This is an optimization exercise on Yosys and OpenROAD, whose aim is small area, a short achievable clock period and few clock cycles, not a production implementation. Function was checked by simulation only, so behaviour that the tests miss may differ from the original. No activity file was given, so power comes from the tool's default toggle rates.

[design.v]
package sha256_pkg;
  localparam int SHA_BLOCK_W   = 512;
  localparam int SHA_DIGEST_W  = 256;
  localparam int BLK_BYTES     = SHA_BLOCK_W / 8;
  localparam int LEN_FIELD_OFS = 56;
  localparam logic [7:0] PAD_BYTE = 8'h80;
  typedef enum logic [1:0] {
    PH_DATA = 2'd0,    
    PH_PAD  = 2'd1,    
    PH_LEN  = 2'd2     
  } pad_phase_t;
endpackage
import sha256_pkg::*;
module sha256_blk_buf (
  input  logic                   Clk,
  input  logic                   shift,      
  input  logic [7:0]             in_byte,
  input  logic                   load,       
  output logic [SHA_BLOCK_W-1:0] rd_data
);
  logic [SHA_BLOCK_W-1:0] stage_q;
  logic [SHA_BLOCK_W-1:0] out_q;
  always_ff @(posedge Clk) begin
    if (shift) begin
      stage_q <= {stage_q[SHA_BLOCK_W-9:0], in_byte};
    end
    if (load) begin
      out_q <= stage_q;
    end
  end
  assign rd_data = out_q;
endmodule
import sha256_pkg::*;
module sha256_msg_padder #(
  parameter int LEN_W   = 64,
  parameter int TIMEOUT = 4096
) (
  input  logic                   Clk,
  input  logic                   Rst,
  input  logic [7:0]             i_Byte,
  input  logic                   i_fValid,
  input  logic                   i_fLast,
  output logic                   o_fReady,
  output logic [SHA_BLOCK_W-1:0] o_Data,
  output logic                   o_fStart,
  output logic                   o_fFirst,
  input  logic                   i_fDone,
  output logic                   o_fMsgDone,
  output logic                   o_fErr
);
  localparam int TMO_W  = $clog2(TIMEOUT) + 1;    
  localparam int HI_W   = LEN_W - 9;              
  localparam int CH_W   = 8;                      
  localparam int N_CH   = (HI_W + CH_W - 1) / CH_W;
  sha256_pkg::pad_phase_t ph_q, ph_d;
  logic              need80_q, need80_d;
  logic [5:0]        pos_q, pos_d;           
  logic              full_q, full_d;         
  logic              s_final_q, s_final_d;   
  logic              first_pend_q, first_pend_d;
  logic              ready_q, ready_d;       
  logic [5:0]        lo_q, lo_d;             
  logic [HI_W-1:0]   hi_q, hi_d;             
  logic [N_CH-1:0]   cy_q, cy_d;             
  logic              hi_ones_q;
  logic              live_q;                 
  logic              start_q, busy_q, out_q, out_d;    
  logic              go_idle_q, go_ack_q, pad_go_q, shift_en_q;
  logic              tmo_pre_q;              
  logic              len_last_q;             
  logic              r_first_q, r_final_q;
  logic [TMO_W-1:0]  tcnt_q, tcnt_d;
  logic              msgdone_q, err_q, err_d;
  logic              accept, shift, xfer, ack, tmo, flush, near_tmo, len_end, clr, inc;
  logic [7:0]        in_byte, len_byte;
  logic [63:0]       len_field;
  assign len_field = {hi_q, lo_q, 3'b000};
  assign len_byte  = len_field[63 - 8*pos_q[2:0] -: 8];
  sha256_blk_buf u_buf (
    .Clk     (Clk),
    .shift   (shift),
    .in_byte (in_byte),
    .load    (xfer),
    .rd_data (o_Data)
  );
  always_comb begin
    accept   = i_fValid & shift_en_q & ~pad_go_q;
    ack      = out_q & i_fDone;
    tmo      = tmo_pre_q & ~i_fDone;                  
    near_tmo = out_q & ~i_fDone & (tcnt_q == TMO_W'(TIMEOUT - 1));
    flush    = tmo & ~r_final_q;
    xfer     = go_idle_q | (go_ack_q & i_fDone);    
    shift    = (i_fValid | pad_go_q) & shift_en_q;   
    len_end  = len_last_q & pad_go_q;                 
    clr      = flush | len_end | ~live_q;
    inc      = (ph_q == PH_DATA) & accept;
    case (ph_q)
      PH_DATA: in_byte = i_Byte;
      PH_PAD:  in_byte = need80_q ? PAD_BYTE : 8'h00;
      default: in_byte = len_byte;
    endcase
    ph_d     = ph_q;
    need80_d = need80_q;
    case (ph_q)
      PH_DATA: if (accept && i_fLast) begin
        ph_d     = PH_PAD;
        need80_d = 1'b1;
      end
      PH_PAD: if (shift) begin
        need80_d = 1'b0;
        if (pos_q == 6'(LEN_FIELD_OFS - 1)) ph_d = PH_LEN;
      end
      default: if (len_end) ph_d = PH_DATA;
    endcase
    pos_d        = shift ? pos_q + 6'd1 : pos_q;
    full_d       = (shift & (pos_q == 6'd63)) | (full_q & ~xfer);
    s_final_d    = len_end | (s_final_q & ~xfer);
    first_pend_d = xfer ? s_final_q : first_pend_q;
    if (flush) begin
      ph_d         = PH_DATA;
      need80_d     = 1'b0;
      pos_d        = '0;
      full_d       = 1'b0;
      s_final_d    = 1'b0;
      first_pend_d = 1'b1;
    end
    ready_d = (ph_d == PH_DATA) & ~full_d & ~near_tmo;
    lo_d = lo_q + 6'(inc);
    hi_d = hi_inc;
    cy_d = cy_nxt;
    if (clr) begin
      lo_d = '0;
      hi_d = '0;
      cy_d = '0;
    end
    out_d  = (busy_q & ~out_q) | (out_q & ~i_fDone & ~tcnt_q[TMO_W-1]);
    tcnt_d = xfer ? '0 : (out_q ? tcnt_q + TMO_W'(1) : tcnt_q);
    err_d  = err_q | tmo | (inc & (lo_q == 6'd63) & hi_ones_q);
  end
  logic [HI_W-1:0] hi_inc;
  logic [N_CH-1:0] cy_nxt;
  for (genvar c = 0; c < N_CH; c++) begin : g_hi
    localparam int W = (c == N_CH - 1) ? HI_W - CH_W * c : CH_W;
    logic cin;
    assign cin = cy_q[c];
    assign hi_inc[CH_W*c +: W] = hi_q[CH_W*c +: W] + W'(cin);
    if (c + 1 < N_CH) begin : g_cy
      assign cy_nxt[c + 1] = cin & (&hi_q[CH_W*c +: W]);
    end
  end
  assign cy_nxt[0] = inc & (lo_q == 6'd63);
  always_ff @(posedge Clk or posedge Rst) begin
    if (Rst) begin
      ph_q         <= PH_DATA;
      need80_q     <= 1'b0;
      pos_q        <= '0;
      full_q       <= 1'b0;
      s_final_q    <= 1'b0;
      first_pend_q <= 1'b1;
      ready_q      <= 1'b0;
      live_q       <= 1'b0;
      start_q      <= 1'b0;
      busy_q       <= 1'b0;
      go_idle_q    <= 1'b0;
      go_ack_q     <= 1'b0;
      pad_go_q     <= 1'b0;
      shift_en_q   <= 1'b0;
      tmo_pre_q    <= 1'b0;
      len_last_q   <= 1'b0;
      out_q        <= 1'b0;
      msgdone_q    <= 1'b0;
      err_q        <= 1'b0;
    end else begin
      ph_q         <= ph_d;
      need80_q     <= need80_d;
      pos_q        <= pos_d;
      full_q       <= full_d;
      s_final_q    <= s_final_d;
      first_pend_q <= first_pend_d;
      ready_q      <= ready_d;
      live_q       <= 1'b1;
      start_q      <= xfer;
      busy_q       <= xfer | out_d;
      go_idle_q    <= full_d & ~(xfer | out_d);
      go_ack_q     <= full_d & out_d;
      pad_go_q     <= (ph_d != PH_DATA) & ~full_d;
      shift_en_q   <= ready_d | ((ph_d != PH_DATA) & ~full_d);
      tmo_pre_q    <= near_tmo;
      len_last_q   <= (ph_d == PH_LEN) & (pos_d == 6'd63);
      out_q        <= out_d;
      msgdone_q    <= ack & r_final_q;
      err_q        <= err_d;
    end
  end
  always_ff @(posedge Clk) begin
    lo_q      <= lo_d;
    hi_q      <= hi_d;
    cy_q      <= cy_d;
    hi_ones_q <= &hi_q;
  end
  always_ff @(posedge Clk) begin
    if (xfer) begin
      r_first_q <= first_pend_q;
      r_final_q <= s_final_q;
    end
    tcnt_q <= tcnt_d;
  end
  assign o_fReady   = ready_q;
  assign o_fStart   = start_q;
  assign o_fFirst   = r_first_q;
  assign o_fMsgDone = msgdone_q;
  assign o_fErr     = err_q;
endmodule
[flow/run.sh]
#!/bin/bash
# Own layout flow: the standard layout with two changes:
# - the port buffers are sky130_fd_sc_hd__buf_1 (buffer_ports' default pick is
#   a delay cell, clkdlybuf4s50_1);
# - after global placement the output buffers, and the registers that drive
#   only them, are moved next to their pins (flow/obuf_near_driver.tcl).
set -euo pipefail
WORK=$(cd "$(dirname "$0")/.." && pwd)
cd "$WORK"
bash standard.sh "BUFFER_PORTS_ARGS=-buffer_cell sky130_fd_sc_hd__buf_1" \
  "POST_GLOBAL_PLACE_TCL=$WORK/flow/obuf_near_driver.tcl" \
  "POST_DETAIL_ROUTE_TCL=$WORK/flow/unfirm.tcl" finish \
  > "$WORK/standard_finish.log" 2>&1
[flow/obuf_near_driver.tcl]
# After global placement, for each output port whose register drives only the
# port's buffer (and perhaps the one gate that feeds its own D pin), the
# register and the buffer (and that gate) are placed side by side on free,
# legal sites in the rows next to the port's pin; any other output buffer goes
# next to the cell that drives it. The buffers keep their size (dont_touch) so
# the registers see a small load; the feedback gates placed by the pins keep
# theirs too; a buffer whose pair lands more than 20 um from its pin is made a
# buf_4. The placed cells are held (FIRM) while detailed placement legalizes
# the rest around them and in later steps;
# flow/unfirm.tcl releases them (placement and dont_touch) after detailed
# routing, before the final global_connect.
set block [ord::get_db_block]
set core [$block getCoreArea]
set cx0 [$core xMin]; set cy0 [$core yMin]; set cx1 [$core xMax]; set cy1 [$core yMax]
set rows [$block getRows]
set row0 [lindex $rows 0]
set rowh [[$row0 getSite] getHeight]
set sitew [[$row0 getSite] getWidth]
set nrows [llength $rows]
foreach row $rows {
  set r [expr { ([lindex [$row getOrigin] 1] - $cy0) / $rowh }]
  set orient($r) [$row getOrient]
  set occ($r) {}
}
foreach inst [$block getInsts] {
  if { [$inst isFixed] } {
    set l [$inst getLocation]
    set r [expr { ([lindex $l 1] - $cy0) / $rowh }]
    if { [info exists occ($r)] } {
      lappend occ($r) [list [lindex $l 0] [expr { [lindex $l 0] + [[$inst getMaster] getWidth] }]]
    }
  }
}
proc snapdn { x x0 w } { expr { $x0 + int(floor(double($x - $x0) / $w)) * $w } }
proc snapup { x x0 w } { expr { $x0 + int(ceil(double($x - $x0) / $w)) * $w } }
# first free x >= x for width w in a row's interval list, or "" past hi
proc free_right { ivs x w hi x0 sw } {
  set x [snapup $x $x0 $sw]
  set moved 1
  while { $moved } {
    set moved 0
    foreach iv $ivs {
      if { [lindex $iv 0] < $x + $w && [lindex $iv 1] > $x } {
        set x [snapup [lindex $iv 1] $x0 $sw]; set moved 1
      }
    }
  }
  if { $x + $w > $hi } { return "" }
  return $x
}
# last free x <= x for width w, or "" below lo
proc free_left { ivs x w lo x0 sw } {
  set x [snapdn $x $x0 $sw]
  set moved 1
  while { $moved } {
    set moved 0
    foreach iv $ivs {
      if { [lindex $iv 0] < $x + $w && [lindex $iv 1] > $x } {
        set x [snapdn [expr { [lindex $iv 0] - $w }] $x0 $sw]; set moved 1
      }
    }
  }
  if { $x < $lo } { return "" }
  return $x
}

set pairs {}
set near_drv 0
foreach bterm [$block getBTerms] {
  if { [$bterm getIoType] != "OUTPUT" } { continue }
  set net [$bterm getNet]
  if { $net == "NULL" } { continue }
  set bpins [$bterm getBPins]
  if { [llength $bpins] == 0 } { continue }
  set bb [[lindex $bpins 0] getBBox]
  set px [expr { ([$bb xMin] + [$bb xMax]) / 2 }]
  set py [expr { ([$bb yMin] + [$bb yMax]) / 2 }]
  set buf ""
  foreach it [$net getITerms] {
    if { [$it isOutputSignal] } { set buf [$it getInst] }
  }
  if { $buf == "" } { continue }
  $buf setDoNotTouch 1
  set innet ""
  foreach it [$buf getITerms] {
    if { [$it isInputSignal] } { set innet [$it getNet] }
  }
  if { $innet == "" || $innet == "NULL" } { continue }
  set drv ""; set nload 0; set others {}
  foreach it [$innet getITerms] {
    if { [$it isOutputSignal] } { set drv [$it getInst] } elseif { [$it isInputSignal] } {
      incr nload
      if { [$it getInst] != $buf } { lappend others [$it getInst] }
    }
  }
  if { $drv == "" } { continue }
  # a register whose other load is the gate driving its own D pin
  set fb ""
  if { $nload == 2 && [[$drv getMaster] isSequential] } {
    set g [lindex $others 0]
    set dnet ""
    foreach it [$drv getITerms] {
      if { [[$it getMTerm] getName] == "D" } { set dnet [$it getNet] }
    }
    if { $dnet != "" && $dnet != "NULL" } {
      foreach it [$dnet getITerms] {
        if { [$it isOutputSignal] && [$it getInst] == $g } { set fb $g }
      }
    }
  }
  if { ($nload == 1 || $fb != "") && [[$drv getMaster] isSequential] } {
    if { $px <= $cx0 } { set side L } elseif { $px >= $cx1 } { set side R } elseif { $py <= $cy0 } { set side B } else { set side T }
    set key [expr { $side == "L" || $side == "R" ? $py : $px }]
    lappend pairs [list $side $key $px $py $buf $drv $fb]
  } else {
    set loc [$drv getLocation]
    $buf setLocation [lindex $loc 0] [lindex $loc 1]
    incr near_drv
  }
}

# room is kept for a stronger buffer, used when a pair lands far from its pin
set bigbuf [[ord::get_db] findMaster sky130_fd_sc_hd__buf_4]
set firm {}
set placed 0; set upsized 0
foreach p [lsort -integer -index 1 $pairs] {
  lassign $p side key px py buf drv fb
  set fw [[$drv getMaster] getWidth]
  set gw [expr { $fb == "" ? 0 : [[$fb getMaster] getWidth] }]
  set bw [expr { max([[$buf getMaster] getWidth], [$bigbuf getWidth]) }]
  set w [expr { $fw + $bw + $gw }]
  set r0 [expr { min(max(int(($py - $cy0) / $rowh), 0), $nrows - 1) }]
  set best ""; set bestcost 0
  if { $side == "B" || $side == "T" } {
    set want [expr { $px - $w / 2 }]
    for { set k 0 } { $k < 20 } { incr k } {
      set r [expr { $side == "B" ? $k : $nrows - 1 - $k }]
      foreach x [list [free_right $occ($r) $want $w $cx1 $cx0 $sitew] [free_left $occ($r) $want $w $cx0 $cx0 $sitew]] {
        if { $x == "" } { continue }
        set cost [expr { abs($x - $want) + $k * $rowh }]
        if { $best == "" || $cost < $bestcost } { set best [list $r $x]; set bestcost $cost }
      }
    }
  } else {
    for { set k -24 } { $k <= 24 } { incr k } {
      set r [expr { $r0 + $k }]
      if { $r < 0 || $r >= $nrows } { continue }
      if { $side == "L" } {
        set x [free_right $occ($r) $cx0 $w $cx1 $cx0 $sitew]
        if { $x == "" } { continue }
        set cost [expr { ($x - $cx0) + abs($k) * $rowh }]
      } else {
        set x [free_left $occ($r) [expr { $cx1 - $w }] $w $cx0 $cx0 $sitew]
        if { $x == "" } { continue }
        set cost [expr { ($cx1 - $w - $x) + abs($k) * $rowh }]
      }
      if { $best == "" || $cost < $bestcost } { set best [list $r $x]; set bestcost $cost }
    }
  }
  if { $best == "" } { continue }
  lassign $best r x
  set y [expr { $cy0 + $r * $rowh }]
  # the buffer on the pin's side of the register, the feedback gate on the other
  if { $side == "L" || (($side == "B" || $side == "T") && $px < $x + $w / 2) } {
    set bx $x; set fx [expr { $x + $bw }]; set gx [expr { $fx + $fw }]
  } else {
    set gx $x; set fx [expr { $x + $gw }]; set bx [expr { $fx + $fw }]
  }
  set moves [list $drv $fx $buf $bx]
  if { $fb != "" } { lappend moves $fb $gx }
  foreach {inst ix} $moves {
    $inst setOrient $orient($r)
    $inst setLocation $ix $y
    $inst setPlacementStatus FIRM
    # (not the register: clock tree synthesis rewires its clock pin)
    if { $inst != $drv } { $inst setDoNotTouch 1 }
  }
  lappend occ($r) [list $x [expr { $x + $w }]]
  if { abs($bx - $px) + abs($y - $py) > 20 * [$block getDbUnitsPerMicron] } {
    $buf swapMaster $bigbuf
    incr upsized
  }
  incr placed
}
puts "obuf_near_driver: $placed of [llength $pairs] registers and buffers put by their pins ($upsized buffers upsized), $near_drv buffers moved to their drivers"
detailed_placement
estimate_parasitics -placement
[flow/unfirm.tcl]
# Release the cells obuf_near_driver.tcl held in place and kept from resizing,
# so that the final global_connect hooks up their supply pins too.
foreach inst [[ord::get_db_block] getInsts] {
  if { [$inst getPlacementStatus] == "FIRM" } { $inst setPlacementStatus PLACED }
  if { [$inst isDoNotTouch] } { $inst setDoNotTouch 0 }
}
global_connect
[standard.sh]
#!/bin/bash
# synth_recipe.tcl (not shown) runs the flow's synth.tcl, then flattens the netlist and writes it again
# the make line also repeats each setting of config.mk as NAME=value (left out here)
make -C /OpenROAD-flow-scripts/flow DESIGN_CONFIG=/design/flow/config.mk WORK_HOME=/design/flow/orfs CLKGATE_MAP_FILE= SYNTH_SCRIPT=/design/flow/synth_recipe.tcl "${@:-finish}"
[config.mk]
export PLATFORM = sky130hd
export DESIGN_NAME = sha256_msg_padder
export DESIGN_NICKNAME = sha256_msg_padder
export VERILOG_FILES = /design/flow/design.v
export SDC_FILE = /design/flow/constraint.sdc
export NUM_CORES = 4
export LEC_CHECK = 0
export CAP_MARGIN = 20
export CORE_MARGIN = 2
export CORE_UTILIZATION = 40
export CTS_CLUSTER_DIAMETER = 150
export CTS_CLUSTER_SIZE = 30
export SETUP_SLACK_MARGIN = 2.8
export SLEW_MARGIN = 20
[constraint.sdc]
create_clock -name core_clock -period 5.0 [get_ports {Clk}]
set_input_delay 1.0000 -clock core_clock [delete_from_list [all_inputs] [get_ports {Clk}]]
set_output_delay 1.0000 -clock core_clock [all_outputs]
set_load 0.01 [all_outputs]
==> results.txt, run 1 <==
It got as far as global placement and failed there. In the synthesized netlist, mux cells make up 0.8098% of the area. The first error in the log reads "[ERROR ODB-0368] Attempt to change master of dont_touch instance output339". The tools report the number of standard-cell rows in the floorplan as 109. The synthesized design devotes to its leading area cell type 85.95% of total area. The number of I/O pins was 530; the number of enable-type register cells in the synthesized netlist was 1026. The run gives 2 as the synthesis warning total. The number of different library cells used by synthesis comes to 58. Summing the areas of all compound-gate instances in the mapped netlist gives 0.9879% of the synthesized area. In this run the horizontal extent of the chip is 303.4 um.

For the initial cell density of the core, the log shows 40.43%. When the netlist entered floorplanning its net count stood at 1578. In the post-synthesis netlist, the biggest area contributors are edfxtp_1 (86%), dfxtp_1 (4.6%), dfrtp_1 (1.7%), nor2_1 (1.0%), xnor2_1 (0.81%).

The vertical extent of the die works out to 303.4 um. The fraction of the mapped netlist area in simple logic gates was 3.316%. Summing every instance area after synthesis gives 35840 um2.

The main combinational cell family by area after synthesis is simple AND/OR/NAND/NOR gates. The synthesized netlist devotes 1.536% of its cell area to XOR and XNOR gates. Of all flip-flops after synthesis, the portion carrying an async set or reset was 2.207%. The number of port buffers came out at 529.

In the synthesized netlist the dominant register cell turns out to be edfxtp_1. The largest total area in the synthesized netlist belongs to edfxtp_1. Summing the sequential cell areas from Yosys gives 92.28% of the chip area. The mean instance size in the synthesized netlist was 23.19 um2; the flip-flop and latch count after synthesis was 1133. The flow did not finish. Summing the areas of all fa, ha and maj instances in the mapped netlist gives 0.6632% of the synthesized area.

Synthesis handed over a netlist of 1546 instances.
## cell usage after synthesis (3+ instances only)
library cell	n
buf_2	11
or3_1	3
edfxtp_1	1026
nand2_1	25
nand3_1	28
o21ai_1	3
nand4_1	20
nor3_1	8
dfrtp_1	24
a21oi_1	8
inv_1	8
xnor2_1	33
mux4_2	8
mux2i_1	11
nor2_1	96
and3_1	19
inv_2	3
a22oi_1	11
ha_1	19
dfxtp_1	82
buf_6	3
o21ai_0	6
and2_1	20
xor2_1	28
and4_1	3
## cell families after synthesis
family | Yosys count
flip-flops | 1133
XOR/XNOR | 62
AND/OR/NAND/NOR | 236
multiplexers | 19
adder cells (fa/ha/maj) | 19
buffers and inverters | 28
AO/OA/AOI/OAI | 48
other | 1
Testbench counts, summed over its fixed seeds: cycles 56,712.
==> run 2: changes to the inputs <==
--- a/flow/obuf_near_driver.tcl
+++ b/flow/obuf_near_driver.tcl
@@ -177,7 +177,9 @@
   }
   lappend occ($r) [list $x [expr { $x + $w }]]
   if { abs($bx - $px) + abs($y - $py) > 20 * [$block getDbUnitsPerMicron] } {
+    $buf setDoNotTouch 0
     $buf swapMaster $bigbuf
+    $buf setDoNotTouch 1
     incr upsized
   }
   incr placed
==> results.txt, run 2 <==
The flow ran to the end and the layout has no timing, DRC or antenna violations. The worst setup path is captured at a flop. For the number of nets in the finished design, the log shows 2163. The tools report the data arrival time of the critical path as 2.49 ns. Cell family contributing the most delay on the critical path: buffers and inverters. Cells fill 47.95% of the core in the end. The clock arrives with 0.04475 ns of skew. The worst reg2reg path depth is 3. The signal on the critical path passes through buf_1 -> o21ai_4 -> clkinv_16 -> buf_16. For the detailed placer's ending HPWL, the log shows 74960 um.

The total number of vias is 16790, and the hold violation total from the final report is 0. Most used flip-flop cell after synthesis: edfxtp_1 (unchanged). The tools report the maximum operating frequency as 0.4427 GHz. The worst hold path belongs to the class in -> async.

The number of I/O pins came out at 530 (unchanged). Prior to clock tree synthesis, the placed netlist has a worst setup slack of 1.680 ns. The run gives 2.618 mW as the switching power summed over all nets. For this run, the slowest stage of the critical path takes 0.49 ns. The worst setup path is launched from an input port. At the worst endpoint, the required time is 5.23 ns. Counting both buffers and inverters, the worst setup path holds a total of 3. The tools report the worst path setup slack after routing as 2.741 ns.

The clock period could shrink to 2.259 ns. Synth cell count leaders: edfxtp_1 (1026), nor2_1 (96), dfxtp_1 (82), xnor2_1 (33) (unchanged). Internal portion of total power: 11.78 mW.

The initial cell density of the core was 40.43% (unchanged). The overall power after layout is 14.40 mW, and the cell area after synthesis is 35840 um2 (unchanged). The tightest hold path in the finished design has a slack of 0.3448 ns. The part of the total power dissipated in combinational logic was 0.2%; the power density normalized to cell area was 338.8 nW/um2. The flip-flop and latch count after synthesis was 1133 (unchanged). The slew of the pin with the lowest slew margin came out at 0.8441 ns.

The number of global-route vias before repair is 15450, and the vertical extent of the die is 303.4 um (unchanged). The async set or reset register ratio after synthesis is 2.207% (unchanged), and the clock transition at the registers of the reported paths is 0.12 ns. The portion of the clock cycle consumed by the worst path in the final layout works out to 45.17%. Synthesis warning total: 2 (unchanged). Setup repair after global routing could not meet its margin everywhere. The buffer type at the clock tree root is clkbuf_16.

The tools report the footprint of the flip-flops and latches as 33080 um2. The number of standard-cell rows in the floorplan was 109 (unchanged); the critical-path maximum fanout was 175. In the final layout, the share of cells above drive strength 1 is 26.19%.

In this run, flip-flops and latches consume 70.5% of the power. The latest clock arrival within the worst-skew pair was 0.64 ns; the share of synthesized area occupied by flip-flops and latches was 92.28% (unchanged). The total number of clock tree sinks was 1133; the overall track demand over capacity in global routing was 20.50%. The number of enable-type register cells in the synthesized netlist is 1026 (unchanged), and the global-route congestion overflow total is 0. Entering global routing, the biggest net connects 176 pins. The x dimension of the die was 303.4 um (unchanged); the number of buffers added by the clock tree synthesis step was 43. The library cell used most frequently in the layout, excluding fill and tap cells, is edfxtp_1. The mean instance size in the synthesized netlist was 23.19 um2 (unchanged). Number of port buffers: 529 (unchanged). In this run the number of cells on the critical path is 4.

Slowest stage cell on the critical path: buf_16. In the layout the commonest cells are edfxtp_1 (1026), buf_4 (474), nor2_1 (95), dfxtp_1 (82), buf_1 (73). Of the total power, the share spent switching nets is 18.18%. The count of different cell masters after synthesis is 58 (unchanged), and the post-detailed-route count of antenna-violating nets is 0.

The clock passes through at most 3 buffers. Setup slack on the worst reg-to-reg path comes out at 2.78 ns. The endpoint of the worst-slack reg-to-reg timing path is u_buf.stage_q[165]$_DFFE_PN_. The top cell type by total area after synthesis was edfxtp_1 (unchanged). Fill cells in the final layout number 6854.

The setup path with the least slack is of type in -> reg. In this run the standard cell core region covers 88650 um2. Summed over all failing endpoints, the final setup total negative slack is 0 ns. In the routed design, unresolved DRC markers number 0.

TritonCTS built the clock tree. The cell with the most instances after synthesis was edfxtp_1 (unchanged). The logs give 270.2 uV for the highest ir drop seen on vdd and 0 for the final max-slew violation count. Summed over all layers, the routed wires come to 98060 um. The first detailed-routing pass ran for 6 iterations. The clock tree synthesis step divided the H-tree into 2 levels. Across the run, the number of max-cap violations was 0. The area share of the largest cell type after synthesis was 85.95% (unchanged); the area of the multi-input gates was 2689 um2.

Measured against its own limit, the worst slew margin works out to 43.73%. The first-pass GRT wire length is 129800 um. The most critical setup path has its startpoint at i_fValid. The number of instances in the synthesized netlist was 1546 (unchanged). The startpoint identified for the worst register-to-register timing path is pad_go_q$_DFF_PP0_. Top cells by area, synth: edfxtp_1 (86%), dfxtp_1 (4.6%), dfrtp_1 (1.7%), nor2_1 (1.0%), xnor2_1 (0.81%) (unchanged). The standby leakage power came out at 16.19 nW.

Area overhead of the layout relative to synthesis: 18.59%. The largest registers in the layout are u_buf.out_q (512), u_buf.stage_q (512), hi_q (55). The synthesized netlist net count is 1578 (unchanged). The detailed router finished its first iteration with 2717 violations.

Dividing the detail-routed wire length by the instance count gives 29.60 um. Per report_power, the clock group accounts for 29.3% of the total. The logs give 12 for the number of antenna violations at the first check in global routing and 0 for the count of final setup violators. The die covers 92020 um2. The destination of the critical timing path is u_buf.stage_q[165]$_DFFE_PN_. In the routed layout, each cell is associated on average with a via count of 5.066.
[run 2: how the worst min path moves through the flow]
stage / from / end / slack [ns] / cells past startpoint
after floorplan: u_buf.stage_q[504]$_DFFE_PN_ / u_buf.out_q[504]$_DFFE_PP_ / 0.40 / 0
after global placement: u_buf.stage_q[510]$_DFFE_PN_ / u_buf.out_q[510]$_DFFE_PP_ / 0.40 / 0
after detailed placement: u_buf.stage_q[505]$_DFFE_PN_ / u_buf.out_q[505]$_DFFE_PP_ / 0.41 / 0
after CTS: u_buf.stage_q[505]$_DFFE_PN_ / u_buf.out_q[505]$_DFFE_PP_ / 0.45 / 0
after global routing: Rst / pos_q[2]$_DFF_PP0_ / 0.33 / 2
final: Rst / pos_q[3]$_DFF_PP0_ / 0.34 / 2
[run 2: layout make-up]
| type | count | area share (%) |
|---|---|---|
| clock inverters | 4 | 0.1354 |
| flip-flops and latches | 1133 | 77.83 |
| clock buffers | 56 | 2.646 |
| repair buffers | 555 | 9.369 |
| repair inverters | 2 | 0.05887 |
| multi-input cells | 385 | 6.325 |
| well taps | 1165 | 3.429 |
| diodes | 2 | 0.01177 |
| inverters | 11 | 0.1972 |
[run 2: power groups by stage]
stage | clock network, mW | logic (mW) | registers, mW
after global placement | 0 | 0.0200 | 10.4
after detailed placement | 0 | 0.0210 | 10.4
after CTS | 4.30 | 0.0213 | 10.2
after global routing | 4.60 | 0.0242 | 10.2
final | 4.22 | 0.0219 | 10.2
after floorplan | 0 | 0.0108 | 10.4
[run 2: logic make-up after synthesis]
family	synth area share [%]
other	0.01046
AO/OA/AOI/OAI	0.9879
multiplexers	0.8098
adder cells (fa/ha/maj)	0.6632
XOR/XNOR	1.536
buffers and inverters	0.3944
AND/OR/NAND/NOR	3.316
flip-flops	92.28
[run 2: per-stage QoR]
step	area, um2	instances
floorplan	35910	1546
global placement	39460	3241
detailed placement	41170	3241
CTS	42450	3306
global route	42500	3311
finish	42510	3313
[run 2: metal layers]
layer	wire length (um)	GRT usage (%)
met1	36510	28.55
met2	44580	31.54
met4	1796	3.711
met5	190	0.7246
met3	14990	7.339
[run 2: timing repair]
item,in CTS,in global routing
setup endpoints to repair,1051,707
cloned,2,0
buffers inserted,3,4
pin swaps,1,3
hold buffers,0,0
endpoints found under the hold margin,0,0
resized for setup,12,3
[run 2: worst reg2reg max path: stages (launching register included)]
cell	delay, ns
dfrtp_1	0.48
o21ai_4	0.36
clkinv_16	0.25
buf_16	0.63
==> run 3: changes to the inputs <==
--- a/flow/obuf_near_driver.tcl
+++ b/flow/obuf_near_driver.tcl
@@ -4,8 +4,8 @@
 # legal sites in the rows next to the port's pin; any other output buffer goes
 # next to the cell that drives it. The buffers keep their size (dont_touch) so
 # the registers see a small load; the feedback gates placed by the pins keep
-# theirs too; a buffer whose pair lands more than 20 um from its pin is made a
-# buf_4. The placed cells are held (FIRM) while detailed placement legalizes
+# theirs too; a buffer whose pair lands more than 25 um from its pin is made a
+# buf_2. The placed cells are held (FIRM) while detailed placement legalizes
 # the rest around them and in later steps;
 # flow/unfirm.tcl releases them (placement and dont_touch) after detailed
 # routing, before the final global_connect.
@@ -120,7 +120,7 @@
 }
 
 # room is kept for a stronger buffer, used when a pair lands far from its pin
-set bigbuf [[ord::get_db] findMaster sky130_fd_sc_hd__buf_4]
+set bigbuf [[ord::get_db] findMaster sky130_fd_sc_hd__buf_2]
 set firm {}
 set placed 0; set upsized 0
 foreach p [lsort -integer -index 1 $pairs] {
@@ -132,7 +132,7 @@
   set r0 [expr { min(max(int(($py - $cy0) / $rowh), 0), $nrows - 1) }]
   set best ""; set bestcost 0
   if { $side == "B" || $side == "T" } {
-    set want [expr { $px - $w / 2 }]
+    set want [expr { min(max($px - $w / 2, $cx0), $cx1 - $w) }]
     for { set k 0 } { $k < 20 } { incr k } {
       set r [expr { $side == "B" ? $k : $nrows - 1 - $k }]
       foreach x [list [free_right $occ($r) $want $w $cx1 $cx0 $sitew] [free_left $occ($r) $want $w $cx0 $cx0 $sitew]] {
@@ -176,7 +176,7 @@
     if { $inst != $drv } { $inst setDoNotTouch 1 }
   }
   lappend occ($r) [list $x [expr { $x + $w }]]
-  if { abs($bx - $px) + abs($y - $py) > 20 * [$block getDbUnitsPerMicron] } {
+  if { abs($bx - $px) + abs($y - $py) > 25 * [$block getDbUnitsPerMicron] } {
     $buf setDoNotTouch 0
     $buf swapMaster $bigbuf
     $buf setDoNotTouch 1
==> results.txt, run 3 <==
The number of port buffers is 529 (unchanged), and the share of synthesized area occupied by flip-flops and latches is 92.28% (unchanged). The data arrival time of the critical path is 1.17 ns (was 2.49 ns). The hold violation total from the final report came out at 0 (unchanged). The run gives 88650 um2 (unchanged) as the area inside the core boundary. The cell area after synthesis is 35840 um2 (unchanged). The power density normalized to cell area was 348.0 nW/um2 (was 338.8 nW/um2); the synthesis warning total was 2 (unchanged). The commonest non-fill, non-tap cell in the layout is edfxtp_1 (unchanged). Synth cell count leaders: edfxtp_1 (1026), nor2_1 (96), dfxtp_1 (82), xnor2_1 (33) (unchanged). Reg-to-reg startpoint: pos_q[1]$_DFF_PP0_ (was pad_go_q$_DFF_PP0_). The run gives 50.71% (was 43.73%) as the max-slew headroom at the worst pin. The flip-flop and latch count after synthesis came out at 1133 (unchanged).

The topmost layer with routed signal wires was met5 (unchanged). The tools report the kind of start point of the critical path as a flop (was an input port). Regs by FF count: u_buf.out_q (512), u_buf.stage_q (512), hi_q (55) (unchanged).

The number of max-cap violations was 0 (unchanged). The ratio of cells with drive above 1 in the final layout is 19.00% (was 26.19%). The logs give 3319 (was 3313) for the number of standard cells in the layout, taps in and fillers out and 6 (was 12) for the number of antenna violations at the first check in global routing. The vertical extent of the die came out at 303.4 um (unchanged).

For the area of all placed cells without fillers, the log shows 41300 um2 (was 42510 um2). The number of global-route vias before repair was 15010 (was 15450); the number of buffers added by the clock tree synthesis step was 43 (unchanged). The number of I/O pins came out at 530 (unchanged).

The maximum operating frequency was 0.4600 GHz (was 0.4427 GHz). Most frequent cells in the layout: edfxtp_1 (1026), buf_2 (296), buf_1 (233), nor2_1 (95), dfxtp_1 (82) (was edfxtp_1 (1026), buf_4 (474), nor2_1 (95), dfxtp_1 (82), buf_1 (73)). Top cells by area, synth: edfxtp_1 (86%), dfxtp_1 (4.6%), dfrtp_1 (1.7%), nor2_1 (1.0%), xnor2_1 (0.81%) (unchanged). The number of standard-cell rows in the floorplan was 109 (unchanged); the total number of clock tree sinks was 1133 (unchanged).

The logs give 3 (unchanged) for the maximum clock insertion buffer count and 79370 um (was 98060 um) for the total wire length. The footprint of the flip-flops and latches is 33080 um2 (about the same). The total negative slack is 0 ns (unchanged).

The worst hold path class was in -> async (unchanged). The detailed placer's ending HPWL was 57500 um (was 74960 um). The tools report the global-route congestion overflow total as 0 (unchanged). The tools report the kind of end point of the critical path as an output pin (was a flop). The standard cell area after detailed placement came out at 39830 um2 (was 41170 um2). The clock transition at the registers of the reported paths works out to 0.12 ns (about the same).

The x dimension of the die is 303.4 um (unchanged). Classification of the worst setup path: reg -> out (was in -> reg). The area overhead of the layout relative to synthesis works out to 15.23% (was 18.59%). Final max-slew violation count: 0 (unchanged).

Critical-path maximum fanout: 1 (was 175). TritonCTS built the clock tree. The number of H-tree levels is 2 (unchanged), and the number of instances in the synthesized netlist is 1546 (unchanged). The final period demand of the worst path came out at 2.174 ns (was 2.259 ns).

CP cell instances: buf_2 (was buf_1 -> o21ai_4 -> clkinv_16 -> buf_16). The cell with the most instances after synthesis is edfxtp_1 (unchanged). The layout filler cell count was 7184 (was 6854); the count of buffering cells on the critical path with inverters included was 1 (was 3). The mean instance size in the synthesized netlist came out at 23.19 um2 (unchanged).

For the total number of vias, the log shows 15670 (was 16790). The slowest stage cell on the critical path is edfxtp_1 (was buf_16). The hold buffer count at CTS was 0 (unchanged).

The pin count of the biggest net entering global routing came out at 176 (unchanged). The number of enable-type register cells in the synthesized netlist was 1026 (unchanged). The logs give 0.03682 ns (was 0.04475 ns) for the post-route clock skew and 58 (unchanged) for the count of different cell masters after synthesis. The number of detailed-routing iterations run before antenna repair was 5 (was 6); the largest incremental delay on the critical path was 0.40 ns (was 0.49 ns). Most used flip-flop cell after synthesis: edfxtp_1 (unchanged). The number of nets in the finished design came out at 2170 (was 2163).

The overall track demand over capacity in global routing came out at 16.15% (was 20.50%). Setup repair after global routing could not meet its margin everywhere. The logs give 2695 um2 (was 2689 um2) for the area of the multi-input gates and 7115 um (was 14990 um) for the detailed-routed wire length on met3.

The tools report the critical path data required time as 4.00 ns (was 5.23 ns). The number of cells in the design after placement is 3241 (unchanged). The cell family contributing the most delay on the critical path was flip-flops (was buffers and inverters). The count of final setup violators is 0 (unchanged). The logs give 32820 um (was 36510 um) for the detailed-routing wirelength on met1 and 278.9 uV (was 270.2 uV) for the highest ir drop seen on vdd.

The reg2reg setup slack was 2.86 ns (was 2.78 ns); the hold slack was 0.3370 ns (was 0.3448 ns). The buffer type at the clock tree root was clkbuf_16 (unchanged). The run finished with no timing, DRC or antenna violations. Worst path setup slack after routing: 2.826 ns (was 2.741 ns). The worst reg2reg path depth is 5 (was 3). The endpoint of the worst-slack reg-to-reg timing path is u_buf.stage_q[6]$_DFFE_PN_ (was u_buf.stage_q[165]$_DFFE_PN_).

The ratio of routed vias to standard cells works out to 4.720 (was 5.066). The count of unresolved DRC violations after routing is 0 (unchanged), and the mean routed wirelength per cell is 23.91 um (was 29.60 um). The portion of the clock cycle consumed by the worst path in the final layout came out at 43.48% (was 45.17%). The area share of the largest cell type after synthesis was 85.95% (unchanged); the first-pass GRT wire length was 107600 um (was 129800 um). Worst setup slack before clock tree synthesis: 1.683 ns (was 1.680 ns). The top cell type by total area after synthesis is edfxtp_1 (unchanged). The logs give 37350 um (was 44580 um) for the detailed route wirelength on metal2 and 0 (unchanged) for the post-detailed-route count of antenna-violating nets.

The logs give 0.63 ns (was 0.64 ns) for the latest clock arrival within the worst-skew pair and 2034 (was 2717) for the iteration-0 DRC count of the detailed router. The standby leakage power is 15.42 nW (was 16.19 nW), and the initial cell density of the core is 40.43% (unchanged). The slew of the pin with the lowest slew margin came out at 0.7362 ns (was 0.8441 ns).

The async set or reset register ratio after synthesis works out to 2.207% (unchanged). The logs give 1578 (unchanged) for the synthesized netlist net count and 92020 um2 (unchanged) for the area enclosed by the die boundary.
## run 3: cell counts after synthesis
No cell type changed its count.
## run 3: cell type report
| class | instances | area share (%) |
|---|---|---|
| flip-flops and latches | 1133 | 80.10 |
| repair buffers | 561 | 6.646 |
| multi-input cells | 385 | 6.525 |
| well taps | 1165 | 3.529 |
| clock buffers | 56 | 2.723 |
| inverters | 11 | 0.2272 |
| clock inverters | 4 | 0.1394 |
| repair inverters | 3 | 0.1060 |
| diodes | 1 | 0.006059 |
## run 3: per-stage QoR
stage	total power [mW]	utilization (%)
2_1_floorplan	10.38	-
3_3_place_gp	10.39	44.51
3_5_place_dp	10.39	44.93
4_1_cts	14.49	46.41
5_1_grt	14.78	46.59
6_report	14.37	46.59
## run 3: what timing repair did
item / in CTS / in global routing
gates cloned: 2 / 2
resized for setup: 10 / 6
endpoints found under the setup margin: 826 / 480
setup buffers: 5 / 7
pin swaps: 1 / 3
## run 3: worst max path at each step
stage,start,to,slack (ns),cells after the start
finish,u_buf.out_q[156]$_DFFE_PP_,o_Data[156],2.83,1
global route,pos_q[1]$_DFF_PP0_,u_buf.stage_q[6]$_DFFE_PN_,2.75,5
CTS,u_buf.out_q[111]$_DFFE_PP_,o_Data[111],2.78,1
detailed placement,pos_q[0]$_DFF_PP0_,u_buf.stage_q[6]$_DFFE_PN_,1.68,5
global placement,pos_q[0]$_DFF_PP0_,u_buf.stage_q[6]$_DFFE_PN_,1.72,5
floorplan,i_fValid,len_last_q$_DFF_PP0_,1.99,5
## run 3: cell families (layout without fill, tap and decap cells)
logic type / count (synthesis) / after routing / synth area share, %
and+or+nand+nor: 236 / 236 / 3.316
other: 1 / 2 / 0.01046
adders and majority gates: 19 / 19 / 0.6632
DFF: 1133 / 1133 / 92.28
xor gates and xnor gates: 62 / 62 / 1.536
buffers and inverters: 28 / 635 / 0.3944
muxes: 19 / 19 / 0.8098
AOI/OAI and AO/OA: 48 / 48 / 0.9879
## run 3: metal layers
| metal | up-vias | track usage (%) |
|---|---|---|
| li1 | 7154 | - |
| met1 | 7458 | 22.93 |
| met3 | 113 | 3.006 |
| met5 | - | 0 |
| met4 | 8 | 4.342 |
| met2 | 933 | 25.83 |
## run 3: power by group
group / leakage, nW / switching, mW / total [mW] / internal, mW
clock: 0.574 / 2.57 / 4.19 / 1.62
combinational: 2.81 / 0.0178 / 0.0230 / 0.00525
sequential: 12.0 / 0.000396 / 10.2 / 10.2
==> run 4: changes to the inputs <==
--- a/flow/obuf_near_driver.tcl
+++ b/flow/obuf_near_driver.tcl
@@ -4,7 +4,7 @@
 # legal sites in the rows next to the port's pin; any other output buffer goes
 # next to the cell that drives it. The buffers keep their size (dont_touch) so
 # the registers see a small load; the feedback gates placed by the pins keep
-# theirs too; a buffer whose pair lands more than 25 um from its pin is made a
+# theirs too; a buffer whose pair lands more than 15 um from its pin is made a
 # buf_2. The placed cells are held (FIRM) while detailed placement legalizes
 # the rest around them and in later steps;
 # flow/unfirm.tcl releases them (placement and dont_touch) after detailed
@@ -176,7 +176,7 @@
     if { $inst != $drv } { $inst setDoNotTouch 1 }
   }
   lappend occ($r) [list $x [expr { $x + $w }]]
-  if { abs($bx - $px) + abs($y - $py) > 25 * [$block getDbUnitsPerMicron] } {
+  if { abs($bx - $px) + abs($y - $py) > 15 * [$block getDbUnitsPerMicron] } {
     $buf setDoNotTouch 0
     $buf swapMaster $bigbuf
     $buf setDoNotTouch 1
==> results.txt, run 4 <==
Most frequent cells in the layout: edfxtp_1 (1026), buf_2 (445), nor2_1 (95), buf_1 (84), dfxtp_1 (82) (was edfxtp_1 (1026), buf_2 (296), buf_1 (233), nor2_1 (95), dfxtp_1 (82)). The count of inserted antenna diode cells came out at 0 (was 1). The cell area after synthesis was 35840 um2 (unchanged). The worst path setup slack after routing is 2.830 ns (was 2.826 ns). The worst setup slack before clock tree synthesis came out at 1.689 ns (was 1.683 ns).

The data arrival time of the critical path is 1.17 ns (about the same), and the total wire length is 79180 um (was 79370 um). The total number of clock tree sinks was 1133 (unchanged). The slowest stage cell on the critical path is edfxtp_1 (unchanged). Count of final setup violators: 0 (unchanged). The run gives 0 (unchanged) as the global-route congestion overflow total. The first-pass GRT wire length is 107400 um (was 107600 um). TritonCTS built the clock tree.

The share of synthesized area occupied by flip-flops and latches is 92.28% (unchanged). Regs by FF count: u_buf.out_q (512), u_buf.stage_q (512), hi_q (55) (unchanged). The count of buffering cells on the critical path with inverters included was 1 (unchanged). The number of standard-cell rows in the floorplan came out at 109 (unchanged). The mean routed wirelength per cell works out to 23.88 um (was 23.91 um).

The run gives 530 (unchanged) as the number of I/O pins. The largest incremental delay on the critical path came out at 0.39 ns (was 0.40 ns). Most used flip-flop cell after synthesis: edfxtp_1 (unchanged). The x dimension of the die came out at 303.4 um (unchanged). The detailed placer's ending HPWL is 57510 um (was 57500 um).

The tools report the buffer type at the clock tree root as clkbuf_16 (unchanged). The run gives 0.03027 ns (was 0.03682 ns) as the post-route clock skew. Setup repair after global routing could not meet its margin everywhere. The commonest non-fill, non-tap cell in the layout was edfxtp_1 (unchanged). The logs give 176 (unchanged) for the pin count of the biggest net entering global routing and 16.13% (was 16.15%) for the overall track demand over capacity in global routing. The run gives 88650 um2 (unchanged) as the area inside the core boundary. The run finished with no timing, DRC or antenna violations. The layout filler cell count is 7064 (was 7184), and the clock transition at the registers of the reported paths is 0.12 ns (about the same). For the total negative slack, the log shows 0 ns (unchanged). The kind of end point of the critical path was an output pin (unchanged). The total number of vias was 15740 (was 15670); the highest ir drop seen on vdd was 303.5 uV (was 278.9 uV). The logs give 43 (unchanged) for the number of buffers added by the clock tree synthesis step and 0 (unchanged) for the count of unresolved DRC violations after routing.

The portion of the clock cycle consumed by the worst path in the final layout is 43.41% (was 43.48%), and the power density normalized to cell area is 346.9 nW/um2 (was 348.0 nW/um2). The ratio of routed vias to standard cells is 4.747 (was 4.720), and the mean instance size in the synthesized netlist is 23.19 um2 (unchanged). The hold violation total from the final report was 0 (unchanged); the maximum clock insertion buffer count was 3 (unchanged). The number of standard cells in the layout, taps in and fillers out was 3316 (was 3319). CP cell instances: buf_2 (unchanged). The latest clock arrival within the worst-skew pair was 0.63 ns (about the same); the critical-path maximum fanout was 1 (unchanged).

The tools report the count of different cell masters after synthesis as 58 (unchanged). Synth cell count leaders: edfxtp_1 (1026), nor2_1 (96), dfxtp_1 (82), xnor2_1 (33) (unchanged). The final period demand of the worst path was 2.171 ns (was 2.174 ns).

Area share of the largest cell type after synthesis: 85.95% (unchanged). Top cells by area, synth: edfxtp_1 (86%), dfxtp_1 (4.6%), dfrtp_1 (1.7%), nor2_1 (1.0%), xnor2_1 (0.81%) (unchanged). Top cell type by total area after synthesis: edfxtp_1 (unchanged). The classification of the worst setup path is reg -> out (unchanged).

The number of cells in the design after placement is 3241 (unchanged), and the number of max-cap violations is 0 (unchanged). The number of H-tree levels came out at 2 (unchanged). The number of port buffers was 529 (unchanged); the standby leakage power was 16.04 nW (was 15.42 nW).

The cell with the most instances after synthesis is edfxtp_1 (unchanged). The number of nets in the finished design is 2168 (was 2170), and the initial cell density of the core is 40.43% (unchanged). The hold slack came out at 0.3181 ns (was 0.3370 ns). The area overhead of the layout relative to synthesis is 15.65% (was 15.23%). Kind of start point of the critical path: a flop (unchanged).

The max-slew headroom at the worst pin is 42.09% (was 50.71%). The cell family contributing the most delay on the critical path is flip-flops (unchanged). The tools report the maximum operating frequency as 0.4607 GHz (was 0.4600 GHz). The flip-flop and latch count after synthesis came out at 1133 (unchanged). The vertical extent of the die was 303.4 um (unchanged); the slew of the pin with the lowest slew margin was 0.8686 ns (was 0.7362 ns). The number of enable-type register cells in the synthesized netlist was 1026 (unchanged); the area enclosed by the die boundary was 92020 um2 (unchanged).

The run gives 4.00 ns (about the same) as the critical path data required time. For the number of global-route vias before repair, the log shows 14920 (was 15010). For the final max-slew violation count, the log shows 0 (unchanged).

The number of antenna violations at the first check in global routing came out at 7 (was 6). The tools report the iteration-0 DRC count of the detailed router as 1954 (was 2034). The post-detailed-route count of antenna-violating nets is 0 (unchanged). Async set or reset register ratio after synthesis: 2.207% (unchanged).

The number of instances in the synthesized netlist was 1546 (unchanged). The number of detailed-routing iterations run before antenna repair was 5 (unchanged). For the synthesis warning total, the log shows 2 (unchanged). The run gives 1578 (unchanged) as the synthesized netlist net count. The ratio of cells with drive above 1 in the final layout is 25.89% (was 19.00%).

The worst hold path class was in -> async (unchanged).
run 4: cell types whose count changed in the layout (fill, tap and decap cells not counted):
cell       before  now
dfrtp_1        23   22
buf_4          21   20
dfrtp_2         0    1
clkbuf_16      44   43
diode_2         1    0
buf_1         233   84
buf_2         296  445
run 4: cells by family (layout without fill, tap and decap cells):
kind of cell	after synthesis	count (layout)	share of synthesized area, %
AOI/OAI and AO/OA	48	48	0.9879
xor gates and xnor gates	62	62	1.536
adders and majority gates	19	19	0.6632
buffers and inverters	28	633	0.3944
DFF	1133	1133	92.28
muxes	19	19	0.8098
other	1	1	0.01046
and+or+nand+nor	236	236	3.316
run 4: where the power goes:
group          total [mW]  switching (mW)  internal, mW
Clock                4.20            2.58          1.62
Sequential           10.2        0.000375          10.2
Combinational      0.0226          0.0173       0.00525
run 4: stage by stage:
| stage | utilization [%] | instance area (um2) | power (mW) |
|---|---|---|---|
| finish | 46.76 | 41450 | 14.38 |
| detailed placement | 45.14 | 40010 | 10.39 |
| global route | 46.76 | 41450 | 14.78 |
| CTS | 46.62 | 41320 | 14.50 |
| floorplan | - | 35910 | 10.38 |
| global placement | 44.51 | 39460 | 10.39 |
run 4: final cells by class:
| class | count | area [um2] | area share, % |
|---|---|---|---|
| well taps | 1165 | 1458 | 3.516 |
| repair buffers | 559 | 2899 | 6.993 |
| clock buffers | 56 | 1125 | 2.713 |
| repair inverters | 3 | 43.79 | 0.1056 |
| flip-flops and latches | 1133 | 33080 | 79.80 |
| clock inverters | 4 | 57.56 | 0.1388 |
| multi-input cells | 385 | 2695 | 6.501 |
| inverters | 11 | 93.84 | 0.2264 |
run 4: path summary, 6_finish.rpt:
check	cells past startpoint	from	slack [ns]	to
min	2	Rst	0.32	msgdone_q$_DFF_PP0_
min reg2reg	0	u_buf.stage_q[508]$_DFFE_PN_	0.44	u_buf.out_q[508]$_DFFE_PP_
max in group asynchronous	3	Rst	4.19	first_pend_q$_DFFE_PP1P_
min in group core_clock	0	u_buf.stage_q[508]$_DFFE_PN_	0.44	u_buf.out_q[508]$_DFFE_PP_
max	1	u_buf.out_q[95]$_DFFE_PP_	2.83	o_Data[95]
max reg2reg	5	pos_q[0]$_DFF_PP0_	2.92	u_buf.stage_q[6]$_DFFE_PN_
run 4: layer usage:
layer  up-vias  track usage [%]  share of wire [%]
met5         -                0              0.071
met4         8            4.003                2.3
met3        90            2.963                8.4
met2       939            26.01                 47
met1      7553            22.87                 42
li1       7152                -                  -
run 4: repair_timing:
action | CTS | global route
hold buffers | 0 | 0
resized for setup | 10 | 7
setup buffers | 5 | 6
cloned | 2 | 1
pin swaps | 1 | 3
setup endpoints to repair | 820 | 760

## what the ideal ports hide
The results above use ideal ports. As a check the final layouts listed here were re-extracted and re-timed, cells and wires unchanged. Step 1 assumes that a clkbuf_16 drives the clock port and a buf_2 every other input. Step 2 also shifts input and output timing later by t, the mid clock arrival at the registers, as if the neighbouring blocks saw the same clock. Slacks: ideal / step 1 / step 2; pairs: ideal / step 1.
run	t (ns)	slack for setup (ns)	hold slack, ns	worst register clock-pin slew, ns
run 2	0.676	2.741 / 2.743 / 2.076	0.345 / 0.308 / 0.441	0.12 / 0.12
run 3	0.670	2.826 / 2.766 / 2.309	0.337 / 0.315 / 0.425	0.12 / 0.12
run 4	0.669	2.830 / 2.770 / 2.185	0.318 / 0.296 / 0.437	0.12 / 0.12
After both steps setup and hold are still met in every run listed. The setup slack of run 2, which loses most, moves by +0.002 ns with the drivers and by -0.665 ns with both steps.
